Background: an optimization exercise with open tools, aiming at a short achievable clock period and few clock cycles. Do not read the settings as production practice. Only simulation tests tie the RTL to the original design; equivalence was not proved. Power and IR drop assume default switching activity.

==> flow/design.v <==
module rv_multicycle_core #(
  parameter logic [31:0] RESET_PC = 32'h0000_0000,
  parameter int unsigned ADDR_W   = 32
) (
  input  logic              clk,
  input  logic              rst,
  input  logic              run,
  input  logic              step,
  output logic [ADDR_W-1:0] mem_addr,
  output logic              mem_re,
  output logic              mem_we,
  output logic [31:0]       mem_wdata,
  input  logic [31:0]       mem_rdata,
  input  logic              mem_ready,
  input  logic [4:0]        dbg_sel,
  output logic [31:0]       dbg_data,
  output logic [31:0]       pc_dbg,
  output logic [31:0]       instr_dbg,
  output logic              retire,
  output logic              halted
);
  localparam logic [6:0] OpR     = 7'b0110011;
  localparam logic [6:0] OpI     = 7'b0010011;
  localparam logic [6:0] OpLoad  = 7'b0000011;
  localparam logic [6:0] OpStore = 7'b0100011;
  localparam logic [6:0] OpBr    = 7'b1100011;
  localparam int AluAdd = 0;
  localparam int AluSub = 1;
  localparam int AluAnd = 2;
  localparam int AluOr  = 3;
  localparam int AluSlt = 4;
  logic [31:0] regs_q [32];
  logic [31:0] pc_q;
  logic        halt_q, step_pending_q;
  logic        x_valid_q;    
  logic        x_ls_q;       
  logic        x_load_q;     
  logic        x_we_q;       
  logic [4:0]  x_rd_q;
  logic [4:0]  x_op_q;       
  logic [31:0] x_a_q, x_b_q, x_sd_q, x_ir_q, x_npc_q;
  logic [31:0] dpc_q;        
  logic [31:0] x_res;
  logic        x_lt;
  assign x_lt = $signed(x_a_q) < $signed(x_b_q);
  always_comb begin
    x_res = 32'b0;
    if (x_op_q[AluAdd]) x_res = x_res | (x_a_q + x_b_q);
    if (x_op_q[AluSub]) x_res = x_res | (x_a_q - x_b_q);
    if (x_op_q[AluAnd]) x_res = x_res | (x_a_q & x_b_q);
    if (x_op_q[AluOr])  x_res = x_res | (x_a_q | x_b_q);
    if (x_op_q[AluSlt]) x_res = x_res | {31'b0, x_lt};
  end
  logic x_port, x_done;
  assign x_port = x_valid_q & x_ls_q;               
  assign x_done = x_valid_q & (~x_ls_q | mem_ready);
  logic [31:0] ins;
  logic [6:0]  opcode, funct7;
  logic [2:0]  funct3;
  logic [4:0]  rs1, rs2, rd;
  assign ins    = mem_rdata;
  assign opcode = ins[6:0];
  assign rd     = ins[11:7];
  assign funct3 = ins[14:12];
  assign rs1    = ins[19:15];
  assign rs2    = ins[24:20];
  assign funct7 = ins[31:25];
  logic is_r, is_i, is_lw, is_sw, is_beq, f3_alu, legal;
  assign f3_alu = (funct3 == 3'b000) || (funct3 == 3'b111) || (funct3 == 3'b110) ||
                  (funct3 == 3'b010);
  assign is_r   = (opcode == OpR) && ((funct7 == 7'b0000000 && f3_alu) ||
                                      (funct7 == 7'b0100000 && funct3 == 3'b000));
  assign is_i   = (opcode == OpI) && f3_alu;
  assign is_lw  = (opcode == OpLoad) && (funct3 == 3'b010);
  assign is_sw  = (opcode == OpStore) && (funct3 == 3'b010);
  assign is_beq = (opcode == OpBr) && (funct3 == 3'b000);
  assign legal  = is_r | is_i | is_lw | is_sw | is_beq;
  logic [31:0] imm_i, imm_s, imm_b;
  assign imm_i = {{20{ins[31]}}, ins[31:20]};
  assign imm_s = {{20{ins[31]}}, ins[31:25], ins[11:7]};
  assign imm_b = {{19{ins[31]}}, ins[31], ins[7], ins[30:25], ins[11:8], 1'b0};
  logic [31:0] ra, rb, a, b;
  logic        fwd_a, fwd_b;
  assign ra    = (rs1 == 5'd0) ? 32'b0 : regs_q[rs1];
  assign rb    = (rs2 == 5'd0) ? 32'b0 : regs_q[rs2];
  assign fwd_a = x_valid_q & x_we_q & (x_rd_q == rs1);
  assign fwd_b = x_valid_q & x_we_q & (x_rd_q == rs2);
  assign a     = fwd_a ? x_res : ra;
  assign b     = fwd_b ? x_res : rb;
  logic        taken;
  logic [31:0] pc_seq, pc_br, pc_next;
  assign taken   = is_beq && (a == b);
  assign pc_seq  = pc_q + 32'd4;
  assign pc_br   = pc_q + imm_b;
  assign pc_next = taken ? pc_br : pc_seq;
  logic [4:0] op_d;
  always_comb begin
    op_d = '0;
    if (is_lw || is_sw) op_d[AluAdd] = 1'b1;
    else begin
      case (funct3)
        3'b111:  op_d[AluAnd] = 1'b1;
        3'b110:  op_d[AluOr]  = 1'b1;
        3'b010:  op_d[AluSlt] = 1'b1;
        default: if (opcode[5] && funct7[5]) op_d[AluSub] = 1'b1;
                 else op_d[AluAdd] = 1'b1;
      endcase
    end
  end
  logic go, fetch, fetch_ok;
  assign go       = run | step_pending_q;
  assign fetch    = go & ~halt_q & ~x_port;
  assign fetch_ok = fetch & mem_ready;
  always_ff @(posedge clk) begin
    if (rst) begin
      pc_q           <= RESET_PC;
      halt_q         <= 1'b0;
      step_pending_q <= 1'b0;
      x_valid_q      <= 1'b0;
      x_ls_q         <= 1'b0;
      x_load_q       <= 1'b0;
      x_we_q         <= 1'b0;
      x_rd_q         <= '0;
      x_op_q         <= '0;
      x_a_q          <= '0;
      x_b_q          <= '0;
      x_sd_q         <= '0;
      x_ir_q         <= '0;
      x_npc_q        <= '0;
      dpc_q          <= RESET_PC;
    end else begin
      if (fetch_ok) step_pending_q <= 1'b0;
      else if (step) step_pending_q <= 1'b1;
      if (x_done) begin
        x_valid_q <= 1'b0;
        dpc_q     <= x_npc_q;
      end
      if (fetch_ok) begin
        if (!legal) begin
          halt_q <= 1'b1;
        end else begin
          pc_q      <= pc_next;
          x_valid_q <= 1'b1;
          x_ls_q    <= is_lw | is_sw;
          x_load_q  <= is_lw;
          x_we_q    <= (is_r | is_i | is_lw) & (rd != 5'd0);
          x_rd_q    <= rd;
          x_op_q    <= op_d;
          x_a_q     <= a;
          x_b_q     <= is_r ? b : (is_sw ? imm_s : imm_i);
          x_sd_q    <= b;
          x_ir_q    <= ins;
          x_npc_q   <= pc_next;
        end
      end
    end
  end
  logic [31:0] wd;
  assign wd = x_load_q ? mem_rdata : x_res;
  always_ff @(posedge clk) begin
    if (rst) begin
      for (int i = 0; i < 32; i++) regs_q[i] <= '0;
    end else if (x_done && x_we_q) begin
      regs_q[x_rd_q] <= wd;
    end
  end
  assign mem_addr  = x_port ? x_res[ADDR_W-1:0] : pc_q[ADDR_W-1:0];
  assign mem_re    = x_port ? x_load_q : (go & ~halt_q);
  assign mem_we    = x_port & ~x_load_q;
  assign mem_wdata = x_sd_q;
  assign retire    = x_done;
  assign instr_dbg = x_ir_q;
  assign pc_dbg    = dpc_q;
  assign dbg_data  = (dbg_sel == 5'd0) ? 32'b0 : regs_q[dbg_sel];
  assign halted    = halt_q;
endmodule
==> flow/run.sh <==
#!/bin/bash
# synth_recipe.tcl (not shown) runs the flow's synth.tcl, then flattens the netlist and writes it again
# the make line also repeats each setting of config.mk as NAME=value (left out here)
make -C /OpenROAD-flow-scripts/flow DESIGN_CONFIG=/design/flow/config.mk WORK_HOME=/design/flow/orfs CLKGATE_MAP_FILE= SYNTH_SCRIPT=/design/flow/synth_recipe.tcl finish
==> flow/config.mk <==
export PLATFORM = sky130hd
export DESIGN_NAME = rv_multicycle_core
export DESIGN_NICKNAME = rv_multicycle_core
export VERILOG_FILES = /design/flow/design.v
export SDC_FILE = /design/flow/constraint.sdc
export NUM_CORES = 4
export LEC_CHECK = 0
export ABC_CLOCK_PERIOD_IN_PS = 3000
export CAP_MARGIN = 20
export CORE_MARGIN = 2
export CORE_UTILIZATION = 40
export SETUP_SLACK_MARGIN = 3
export SLEW_MARGIN = 20
==> flow/constraint.sdc <==
create_clock -name core_clock -period 10.0 [get_ports {clk}]
set_input_delay 2.0000 -clock core_clock [delete_from_list [all_inputs] [get_ports {clk}]]
set_output_delay 2.0000 -clock core_clock [all_outputs]
set_load 0.01 [all_outputs]
==> Implementation_results.wiki <==
{| class="wikitable"
! Metric !! Value
|-
| Status || no timing/DRC/antenna violations
|-
| Peak supply drop || 0.157 mV
|-
| Clock input transition at the sequential cells of the worst setup and hold paths || around 50 ps
|-
| Mean instance size in the synthesized netlist || 11.8 um2
|-
| Post-route worst setup slack || 2900 ps
|-
| Final design area excluding fillers || 0.0885 mm2
|-
| Largest incremental delay on the critical path || between 1000 and 1500 ps
|-
| EDFF count, synth || between 1k and 1.5k
|-
| Final setup violating endpoints || 0
|-
| Number of pins exceeding their max-slew limit in the final report || 0
|-
| Critical path peak fanout || 18
|-
| Max-capacitance violation count || 0
|-
| Final non-filler cell total || roughly 9.3k
|-
| Overall die area || 0.200 mm2
|-
| Overall routed net length || approximately 340000 um
|-
| Total of buffers placed on input and output ports || around 200
|-
| Final Hold Vio Count || 0
|-
| Core footprint || 0.195 mm2
|-
| Wire length of the first global-routing pass || 469000 um
|-
| Die X || about 450 um
|-
| Most used DFF post-synth || sky130_fd_sc_hd__edfxtp_1
|-
| Vias after detailed routing || 64.5k
|-
| Count of routing violations after the opening detailed-route iteration || 10.4k
|-
| Total CTS buffers || 143
|-
| Final worst clock skew || 56.1 ps
|-
| GRT Overall Usage || 0.331
|-
| Synthesized netlist net count || 6842
|-
| Worst hold path startpoint || dpc_q[20]$_SDFFE_PP0P_
|-
| Worst Hold Depth || 2
|-
| Nature of the critical path startpoint || input pin
|-
| CP Buf/Inv Count || 3
|-
| Count of nets after finishing || 6777
|-
| Length in cells of the worst reg-to-reg path || 19
|-
| Placer Congestion || a little under 1
|-
| TritonCTS clock tree || yes
|-
| Cell count after placement || 9060
|-
| Fraction of layout instances using a drive strength above 1 || 0.221
|-
| Cell at the root of the clock tree || sky130_fd_sc_hd__clkbuf_16
|-
| Sequential area share after synthesis || 0.443
|-
| H-tree depth || 4
|-
| Iteration count of the initial detailed-routing pass || 6
|-
| Static leakage || 28.9 nW
|-
| Standard cell area after detailed placement || 0.0830 mm2
|-
| Normalized max-slew margin || 0.189
|-
| Reg-to-reg critical path startpoint || x_a_q[0]$_SDFFE_PP0P_
|-
| Setup total negative slack || 0 ps
|-
| Slew @ Worst Pin || between 1000 and 1500 ps
|-
| Slack of the worst reg-to-reg path || 3950 ps
|-
| Worst Setup End Kind || output port
|-
| Count of filler cells inserted in the layout || ~18k
|-
| Number of core rows || around 160
|-
| Total global routing overflow || 0
|-
| Share of flip-flops with an asynchronous set or reset || 0
|-
| Total stage count of the critical path || 5
|-
| Dpl hpwl || 207000 um
|-
| I/O pin count || 206
|-
| Mapped cell area || between 0.07 and 0.08 mm2
|-
| Average detailed-routed wire length per instance || 36.0 um
|-
| Synthesis-to-finish area growth || 12.8%
|-
| Worst hold path class || register to register
|-
| Crit path cell chain || buf_2 -> buf_4 -> mux2i_1 -> nor2_1 -> clkdlybuf4s50_1
|-
| Number of vias per cell || 6.90
|-
| Worst path arrival time || 5100 ps
|-
| Maximum clock insertion buffer count || 3
|-
| Number of instances in the synthesized netlist || 6670
|-
| Setup slack at placement || 2110 ps
|-
| Via count of the first global-routing pass || 61.4k
|-
| Family with the most delay on the worst path || buffers and inverters
|-
| Insertion delay to the later sink of the worst-skew pair || 840 ps
|-
| Height of the chip || 447 um
|-
| Achievable clock frequency || 0.141 GHz
|-
| Unrepaired setup endpoints after global routing || yes
|-
| Period minus WS final || 7100 ps
|-
| Unique masters post-synth || 104
|-
| Power density over the cells || 148 mW/mm2
|-
| Synthesized flop and latch total || 1225
|-
| Detail Route Antenna Nets || 0
|-
| Slowest stage cell, crit path || sky130_fd_sc_hd__mux2i_1
|-
| Num Clock Sinks || between 1k and 1.5k
|-
| Count of synthesis-stage warnings from yosys || 1
|-
| Largest net degree at the start of global routing || 89
|-
| Number of antenna violations at the first check in global routing || 16
|-
| Terminus of the critical flop-to-flop path || pc_q[18]$_SDFFE_PP0P_
|-
| Min Hold Slack || 454 ps
|-
| Initial core utilization || 0.403
|-
| Worst Hold Path EP || dpc_q[20]$_SDFFE_PP0P_
|-
| Crit path kind || input pin to output port
|-
| Period Utilization, post-route || 0.710
|-
| Endpoint required time on the critical path || 8000 ps
|-
| Residual DRC count || 0
|}
-- final cells by class --
class                      instances  area, um2  area share
clock buffer                     176       3780      0.0428
clock inverter                    84        860     0.00971
tap                             2624       3280      0.0371
sequential                      1225      34800       0.393
timing repair buffer             441       4370      0.0493
inverter                         130        490     0.00554
multi-input combinational       4664      40900       0.462
antenna                            5       12.5    0.000141
-- sequential cells by signal, indices dropped and copies added, names as in the netlist --
name	count
dpc_q	31
halt_q	1
pc_q	31
regs_q	1024
step_pending_q	1
x_a_q	32
x_b_q	32
x_ir_q	32
x_load_q	1
x_ls_q	1
x_op_q	5
x_sd_q	32
x_valid_q	1
x_we_q	1
-- synthesized netlist by cell type, drive strengths merged, types with 11 or more instances --
| library cell | number | area share |
|---|---|---|
| mux2i | 307 | 0.039 |
| o21a | 39 | 0.0037 |
| a21boi | 16 | 0.0015 |
| nor3 | 75 | 0.0050 |
| buf | 214 | 0.019 |
| o22ai | 36 | 0.0029 |
| mux4 | 748 | 0.21 |
| ha | 127 | 0.020 |
| nor2 | 1323 | 0.063 |
| or2 | 20 | 0.0016 |
| a21oi | 323 | 0.021 |
| nand3 | 78 | 0.0050 |
| xnor2 | 46 | 0.0051 |
| dfxtp | 201 | 0.051 |
| a41oi | 13 | 0.0015 |
| o2111ai | 13 | 0.0015 |
| a211o | 30 | 0.0034 |
| a311oi | 11 | 0.0013 |
| nor2b | 26 | 0.0021 |
| mux2 | 56 | 0.0080 |
| o211ai | 41 | 0.0040 |
| a22oi | 43 | 0.0041 |
| o21bai | 24 | 0.0023 |
| nand4 | 32 | 0.0026 |
| a31oi | 38 | 0.0030 |
| nand2 | 432 | 0.021 |
| a221oi | 42 | 0.0048 |
| clkbuf | 438 | 0.021 |
| nor4 | 25 | 0.0023 |
| a211oi | 139 | 0.014 |
| edfxtp | 1024 | 0.39 |
| nand2b | 65 | 0.0052 |
| and3 | 29 | 0.0023 |
| and2 | 22 | 0.0018 |
| nor3b | 11 | 0.0011 |
| o221ai | 66 | 0.0074 |
| inv | 127 | 0.0061 |
| a21o | 37 | 0.0035 |
| o31ai | 20 | 0.0019 |
| a22o | 15 | 0.0017 |
| a2111oi | 11 | 0.0016 |
| or3 | 21 | 0.0017 |
| o21ai | 141 | 0.0091 |
-- placed cells by master, fill, tap and decap left out, types with 22 or more instances in the layout --
master and n:
sky130_fd_sc_hd__nor2_1 1314, sky130_fd_sc_hd__edfxtp_1 1024, sky130_fd_sc_hd__mux4_2 744, sky130_fd_sc_hd__nand2_1 398, sky130_fd_sc_hd__a21oi_1 317, sky130_fd_sc_hd__mux2i_1 276, sky130_fd_sc_hd__buf_4 203, sky130_fd_sc_hd__dfxtp_1 199
sky130_fd_sc_hd__clkdlybuf4s50_1 188, sky130_fd_sc_hd__clkbuf_16 146, sky130_fd_sc_hd__a211oi_1 130, sky130_fd_sc_hd__inv_1 124, sky130_fd_sc_hd__o21ai_0 122, sky130_fd_sc_hd__ha_1 114, sky130_fd_sc_hd__nand3_1 78, sky130_fd_sc_hd__nor3_1 70
sky130_fd_sc_hd__o221ai_1 66, sky130_fd_sc_hd__mux2_2 56, sky130_fd_sc_hd__xnor2_1 46, sky130_fd_sc_hd__a22oi_1 43, sky130_fd_sc_hd__a221oi_1 41, sky130_fd_sc_hd__o211ai_1 40, sky130_fd_sc_hd__a31oi_1 37, sky130_fd_sc_hd__a21o_1 37
sky130_fd_sc_hd__o22ai_1 36, sky130_fd_sc_hd__o21a_1 36, sky130_fd_sc_hd__clkinv_1 34, sky130_fd_sc_hd__nand2_2 33, sky130_fd_sc_hd__nand2b_1 32, sky130_fd_sc_hd__nand4_1 32, sky130_fd_sc_hd__nand2b_2 32, sky130_fd_sc_hd__a211o_1 30
sky130_fd_sc_hd__and3_1 28, sky130_fd_sc_hd__clkbuf_1 26, sky130_fd_sc_hd__nor2b_1 22, sky130_fd_sc_hd__o21bai_1 22
-- layer usage --
metal	vias up	global-route usage	share of wire
met5	-	0	0.00039
met4	20	0.211	0.079
met3	1325	0.110	0.14
met2	5451	0.495	0.43
met1	32260	0.412	0.34
li1	25464	-	-
-- worst reg2reg max path: cells and delay by family, from the launching register on --
family / cells / cell delay (ps)
muxes: 1 / 290
and+or+nand+nor: 4 / 1220
adders and majority gates: 2 / 710
AOI/OAI and AO/OA: 9 / 2750
buffers and inverters: 3 / 670
DFF: 1 / 350
-- what timing repair did --
item | 4_1_cts | 5_1_grt
endpoints found under the setup margin | 45 | 40
resized for setup | 47 | 46
buffers inserted | 7 | 6
gates cloned | 4 | 0
hold buffers | 0 | 0
pin swaps | 2 | 6
-- how the worst max path moves through the flow --
stage / endpoint / start
after floorplan: dbg_data[10] / dbg_sel[0]
after global routing: mem_addr[31] / x_a_q[1]$_SDFFE_PP0P_
after detailed placement: pc_q[18]$_SDFFE_PP0P_ / mem_rdata[20]
final: dbg_data[5] / dbg_sel[4]
after CTS: mem_addr[31] / x_a_q[13]$_SDFFE_PP0P_
after global placement: pc_q[18]$_SDFFE_PP0P_ / mem_rdata[20]
-- kinds of logic (layout without fill, tap and decap cells) --
kind of cell             count (synthesis)  in the layout  share of synthesized area
AO/OA/AOI/OAI                         1171           1171                      0.102
XOR/XNOR                                55             55                    0.00614
adder cells (fa/ha/maj)                130            130                     0.0210
buffers and inverters                  782            831                     0.0462
flip-flops                            1225           1225                      0.443
multiplexers                          1111           1111                      0.262
other                                    1              6                  0.0000478
AND/OR/NAND/NOR                       2195           2196                      0.119
-- metrics by stage --
stage	utilization	total power, mW
after global routing	0.454	13.3
after floorplan	-	7.05
final	0.454	13.1
after CTS	0.452	13.0
after detailed placement	0.426	7.79
after global placement	0.425	7.77
-- power breakdown --
group	internal [mW]	switching, mW	leakage (nW)
logic	0.791	1.15	14.9
clock network	2.91	2.36	2.22
registers	5.71	0.146	11.8
Testbench counts, summed over its fixed seeds: cycles 10,092.

[re-timing with driven ports]
No port has a modelled driver above. Below, the same layout with a new extraction and two added sets of constraints. Step 1: set_driving_cell puts a clkbuf_16 on clk and a buf_2 on each other input, an assumption about the parent block. Step 2 moves the port delays by t, midway between the first and last clock arrival at a register: inputs arrive t later, outputs are due t later. That takes back most of the time a late clock gives input paths. Three values: no drivers, after step 1, after step 2; two values: the first two.
t (ns): 0.892
setup WS [ns]: 2.897 / 2.626 / 2.204
clock arrival spread, ns: 0.056 / 0.056
slew at the worst register clock pin (ns): 0.07 / 0.07
After both steps setup and hold are still met in this run. The setup slack of this run moves by -0.271 ns with the drivers and by -0.693 ns with both steps.
